Background: an optimization exercise with open tools, aiming at small area and a short achievable clock period. Do not read the settings as production practice. Function was checked by simulation only, so behaviour that the tests miss may differ from the original. Power figures rest on the tool's default switching activity, not on a simulated workload.

v31:
Design tag_wb_buffer, start of the top module:
module tag_wb_buffer #(
    parameter int AW    = 32,
    parameter int DW    = 128,
    parameter int DEPTH = 4
) (
    input  logic                     clk,
    input  logic                     rst,
    input  logic                     wb_valid,
    output logic                     wb_ready,
    input  logic [AW-1:0]            wb_addr,
    input  logic [DW-1:0]            wb_data,
    output logic                     mem_valid,
    input  logic                     mem_ready,
    output logic [AW-1:0]            mem_addr,
    output logic [DW-1:0]            mem_data,
    input  logic                     lk_valid,
    input  logic [AW-1:0]            lk_addr,
    output logic                     lk_rsp,
    output logic                     lk_hit,
    output logic [DW-1:0]            lk_data,
    output logic [$clog2(DEPTH):0]   count
);
    localparam int CW = $clog2(DEPTH) + 1;
    localparam logic [CW-1:0] FULL = CW'(DEPTH);
    logic [AW-1:0]    addr_q [DEPTH];
  ...
Settings: LEC_CHECK=0, CAP_MARGIN=20, CORE_MARGIN=2, CORE_UTILIZATION=60, CTS_BUF_LIST=sky130_fd_sc_hd__clkbuf_4 sky130_fd_sc_hd__clkbuf_8, CTS_CLUSTER_SIZE=20, SETUP_SLACK_MARGIN=2.5, SLEW_MARGIN=20; clock period 5.5 ns.
standard.sh (not shown) runs the stock make flow with config.mk's settings and CLKGATE_MAP_FILE= SYNTH_SCRIPT=/design/flow/synth_recipe.tcl, a recipe that flattens the netlist after the stock synthesis.
==> flow/flow/run.sh <==
#!/bin/bash
# Standard ORFS layout, except that the port buffers are buf_1 cells rather than the
# resizer's default pick (clkdlybuf4s50_1), which is larger and slower.
set -euo pipefail
bash standard.sh "BUFFER_PORTS_ARGS=-buffer_cell sky130_fd_sc_hd__buf_1" finish > make.log 2>&1
#### Input delta (v8 over v31)
- removing CTS_CLUSTER_SIZE (formerly 20)
- changing CORE_UTILIZATION from 60 to 40
- removing CTS_BUF_LIST (formerly sky130_fd_sc_hd__clkbuf_4 sky130_fd_sc_hd__clkbuf_8)
[summary]
[v8] global-route usage fell 13 points relative to v31
From v31 to v8 the numbers moved as follows: global route total overflow saw little to no change; net switching power figure barely changed; CTS H-tree depth shows no meaningful change; met1 wire length has increased; design area increased by about 1% relative to the old numbers.
Summary of the comparison: area of the core is higher in v8, relative to v31.
The clock share of power number comes out higher for v8 vs v31.
v8 vs. v31: maximum fanout along the worst path up 2, starting utilization of the core area moved down.


The RTL this note starts from:
==> flow/design.v <==
module tag_wb_buffer #(
    parameter int AW    = 32,
    parameter int DW    = 128,
    parameter int DEPTH = 4
) (
    input  logic                     clk,
    input  logic                     rst,
    input  logic                     wb_valid,
    output logic                     wb_ready,
    input  logic [AW-1:0]            wb_addr,
    input  logic [DW-1:0]            wb_data,
    output logic                     mem_valid,
    input  logic                     mem_ready,
    output logic [AW-1:0]            mem_addr,
    output logic [DW-1:0]            mem_data,
    input  logic                     lk_valid,
    input  logic [AW-1:0]            lk_addr,
    output logic                     lk_rsp,
    output logic                     lk_hit,
    output logic [DW-1:0]            lk_data,
    output logic [$clog2(DEPTH):0]   count
);
    localparam int CW = $clog2(DEPTH) + 1;
    localparam logic [CW-1:0] FULL = CW'(DEPTH);
    logic [AW-1:0]    addr_q [DEPTH];
    logic [DW-1:0]    data_q [DEPTH];
    logic [DEPTH-1:0] v;                
    logic [DEPTH-1:0] q [DEPTH];        
    localparam int GB  = 16;            
    localparam int NMA = AW / GB;
    localparam int NMD = DW / GB;
    localparam int NLD = DW / GB;
    logic [DEPTH-1:0] ma_sel [NMA];     
    logic [DEPTH-1:0] md_sel [NMD];     
    logic [DEPTH-1:0] lk_sel [NLD];     
    logic [DEPTH-1:0] sel_d;
    logic [DEPTH-1:0] ws;               
    logic [DEPTH-1:0] co_m, lk_m;
    logic             wb_acc, retire, co_hit, alloc, wb_lk;
    logic             hdup;             
    logic             hdup_n;
    logic [DEPTH-1:0] wb_eq;
    logic [DEPTH-1:0] q1 [DEPTH+1];
    logic [DEPTH-1:0] q2 [DEPTH];
    logic [DEPTH-1:0] v_n, sel_n;
    logic [CW-1:0]    cnt_ap, cnt_co;
    logic [AW-1:0]    ma;
    logic [DW-1:0]    md, ld;
    always_comb begin
        wb_ready  = (count != FULL);
        mem_valid = (count != '0);
        wb_acc    = wb_valid && wb_ready;
        retire    = mem_valid && mem_ready;
        ws = '0;
        for (int j = DEPTH - 1; j >= 0; j--) begin
            if (!v[j]) begin
                ws    = '0;
                ws[j] = 1'b1;
            end
        end
        for (int j = 0; j < DEPTH; j++) begin
            wb_eq[j] = (addr_q[j] == wb_addr);
            co_m[j] = v[j] && !q[0][j] && wb_eq[j];
            lk_m[j] = v[j] && (addr_q[j] == lk_addr);
        end
        co_hit = wb_acc && (co_m != '0);
        alloc  = wb_acc && !co_hit;
        cnt_co = retire ? count - 1'b1 : count;
        cnt_ap = (wb_acc && !retire) ? count + 1'b1 : (!wb_acc && retire) ? count - 1'b1 : count;
        wb_lk  = wb_acc && (wb_addr == lk_addr);
        hdup_n = !retire && (hdup || (alloc && (wb_eq & v & q[0]) != '0));
        q1[0] = (count == '0) ? ws : q[0];
        for (int k = 1; k < DEPTH; k++)
            q1[k] = (count == CW'(k) || (wb_acc && (q[k] & wb_eq) != '0)) ? ws : q[k];
        q1[DEPTH] = ws;
        for (int k = 0; k < DEPTH; k++) q2[k] = retire ? q1[k+1] : q1[k];
        v_n = v;
        if (co_hit) v_n = v_n & ~co_m;
        if (retire) v_n = v_n & ~q[0];
        if (wb_acc) v_n = v_n | ws;
        if (wb_lk) sel_n = ws;
        else       sel_n = lk_m & (hdup ? ~q[0] : {DEPTH{1'b1}});
        if (!lk_valid) sel_n = '0;
        sel_d = rst ? '0 : sel_n;
        ma = '0;
        md = '0;
        ld = '0;
        for (int j = 0; j < DEPTH; j++) begin
            for (int b = 0; b < AW; b++) ma[b] = ma[b] | (addr_q[j][b] & ma_sel[b / GB][j]);
            for (int b = 0; b < DW; b++) begin
                md[b] = md[b] | (data_q[j][b] & md_sel[b / GB][j]);
                ld[b] = ld[b] | (data_q[j][b] & lk_sel[b / GB][j]);
            end
        end
        mem_addr = ma;
        mem_data = md;
        lk_data  = ld;
    end
    always_ff @(posedge clk) begin
        if (rst) begin
            v      <= '0;
            hdup   <= 1'b0;
            count  <= '0;
            lk_rsp <= 1'b0;
            lk_hit <= 1'b0;
        end else begin
            v <= v_n;
            hdup <= hdup_n;
            count <= co_hit ? cnt_co : cnt_ap;
            lk_rsp <= lk_valid;
            lk_hit <= lk_valid && (wb_lk || lk_m != '0);
        end
    end
    always_ff @(posedge clk) begin
        for (int k = 0; k < DEPTH; k++) q[k] <= q2[k];
    end
    for (genvar g = 0; g < NMA; g++) begin : g_ma
        tag_wb_buffer_sel #(.W(DEPTH)) u_sel (.clk(clk), .d(q2[0]), .q(ma_sel[g]));
    end
    for (genvar g = 0; g < NMD; g++) begin : g_md
        tag_wb_buffer_sel #(.W(DEPTH)) u_sel (.clk(clk), .d(q2[0]), .q(md_sel[g]));
    end
    for (genvar g = 0; g < NLD; g++) begin : g_lk
        tag_wb_buffer_sel #(.W(DEPTH)) u_sel (.clk(clk), .d(sel_d), .q(lk_sel[g]));
    end
    always_ff @(posedge clk) begin
        for (int j = 0; j < DEPTH; j++) begin
            if (ws[j]) begin
                addr_q[j] <= wb_addr;
                data_q[j] <= wb_data;
            end
        end
    end
endmodule
module tag_wb_buffer_sel #(
    parameter int W = 4
) (
    input  logic         clk,
    input  logic [W-1:0] d,
    output logic [W-1:0] q
);
    always_ff @(posedge clk) q <= d;
endmodule
clock: 5.5 ns
lec_check: 0
cap_margin: 20
core_margin: 2
core_utilization: 60
cts_cluster_diameter: 60
cts_cluster_size: 20
setup_slack_margin: 2.7
slew_margin: 20
synth_hierarchical: 1
synth_minimum_keep_size: 0
tns_end_percent: 0
Scripts as last shown in full above: flow/flow/run.sh
==> next run, changes <==
SETUP_SLACK_MARGIN = 2.9   (was 2.7)
TNS_END_PERCENT = default   (was 0)
Effect: Cell area goes up by 24%. Final cell count is higher by 8.3%. Setup slack loses 0.17 ns. Worst hold slack improved by 0.014 ns.
==> next run, changes <==
SETUP_SLACK_MARGIN = 2.7   (was 2.9)
What happened: Die area is unchanged; combinational power drops by 48%; power falls by 17%; clock skew shrinks by 0.013 ns; hold slack degrades by 0.033 ns; via count decreases by 13%; non-clock buffer count goes down by 270.
==> next run, changes <==
SETUP_SLACK_MARGIN = 2.5   (was 2.7)
Clock power barely changes.
Hold slack barely changes.
Fmax went down by about 6.4%.
==> next run, changes <==
SETUP_SLACK_MARGIN = 3.1   (was 2.5)
Outcome: The new run produced a clean layout; total power climbs by a quarter to a third; clock power rose by a few percent; final area rises by a quarter to a third; area after synthesis is unchanged; wire length climbs by a quarter to a third; clock-buffer cell count is unchanged; worst hold slack gains 0.034 ns.
==> next run, changes <==
SETUP_SLACK_MARGIN = 2.9   (was 3.1)
TNS_END_PERCENT = 0   (was default)
The new run produced a clean layout.
Global-route usage goes down by 5.3 points.
Synthesized cell count does not change.
Final area goes down by 19%.
Flip-flop and latch count is unchanged.
Critical path depth goes down by 2.
Count of clock-buffer cells in the layout goes down by 1.
Wire length goes down by 21%.
Non-clock buffer count goes down by 269.
Power goes down by 18%.

[separate check: timing with driven ports]
How much do the figures lean on ideal ports? The routed layouts below were timed once more, with nothing changed but the port constraints. Step 1: set_driving_cell puts a clkbuf_16 on clk and a buf_2 on each other input, an assumption about the parent block. Step 2 also shifts input and output timing later by t, the mid clock arrival at the registers, as if the neighbouring blocks saw the same clock. Slacks: ideal ports / drivers / drivers and shift; pairs: ideal ports / drivers.
run | t (ns) | setup slack, ns | hold slack, ns
v31 | 0.797 | 2.230 / 2.160 / 1.617 | 0.542 / 0.542 / 0.542
v8 | 0.698 | 2.305 / 2.242 / 1.703 | 0.561 / 0.561 / 0.561
the first run of note 2 | 0.680 | 2.565 / 2.521 / 1.893 | 0.551 / 0.551 / 0.551
the second run of note 2 | 0.703 | 2.392 / 2.392 / 1.788 | 0.566 / 0.566 / 0.566
the third run of note 2 | 0.688 | 2.666 / 2.640 / 1.999 | 0.532 / 0.532 / 0.532
the fourth run of note 2 | 0.686 | 2.472 / 2.465 / 1.865 | 0.535 / 0.535 / 0.535
the fifth run of note 2 | 0.696 | 2.347 / 2.355 / 1.660 | 0.569 / 0.569 / 0.569
the sixth run of note 2 | 0.683 | 2.656 / 2.671 / 1.988 | 0.544 / 0.544 / 0.544
After both steps every run listed still meets setup and hold. For the fifth run of note 2, which loses most, drivers alone change the setup slack by +0.008 ns; drivers and shift together by -0.687 ns.
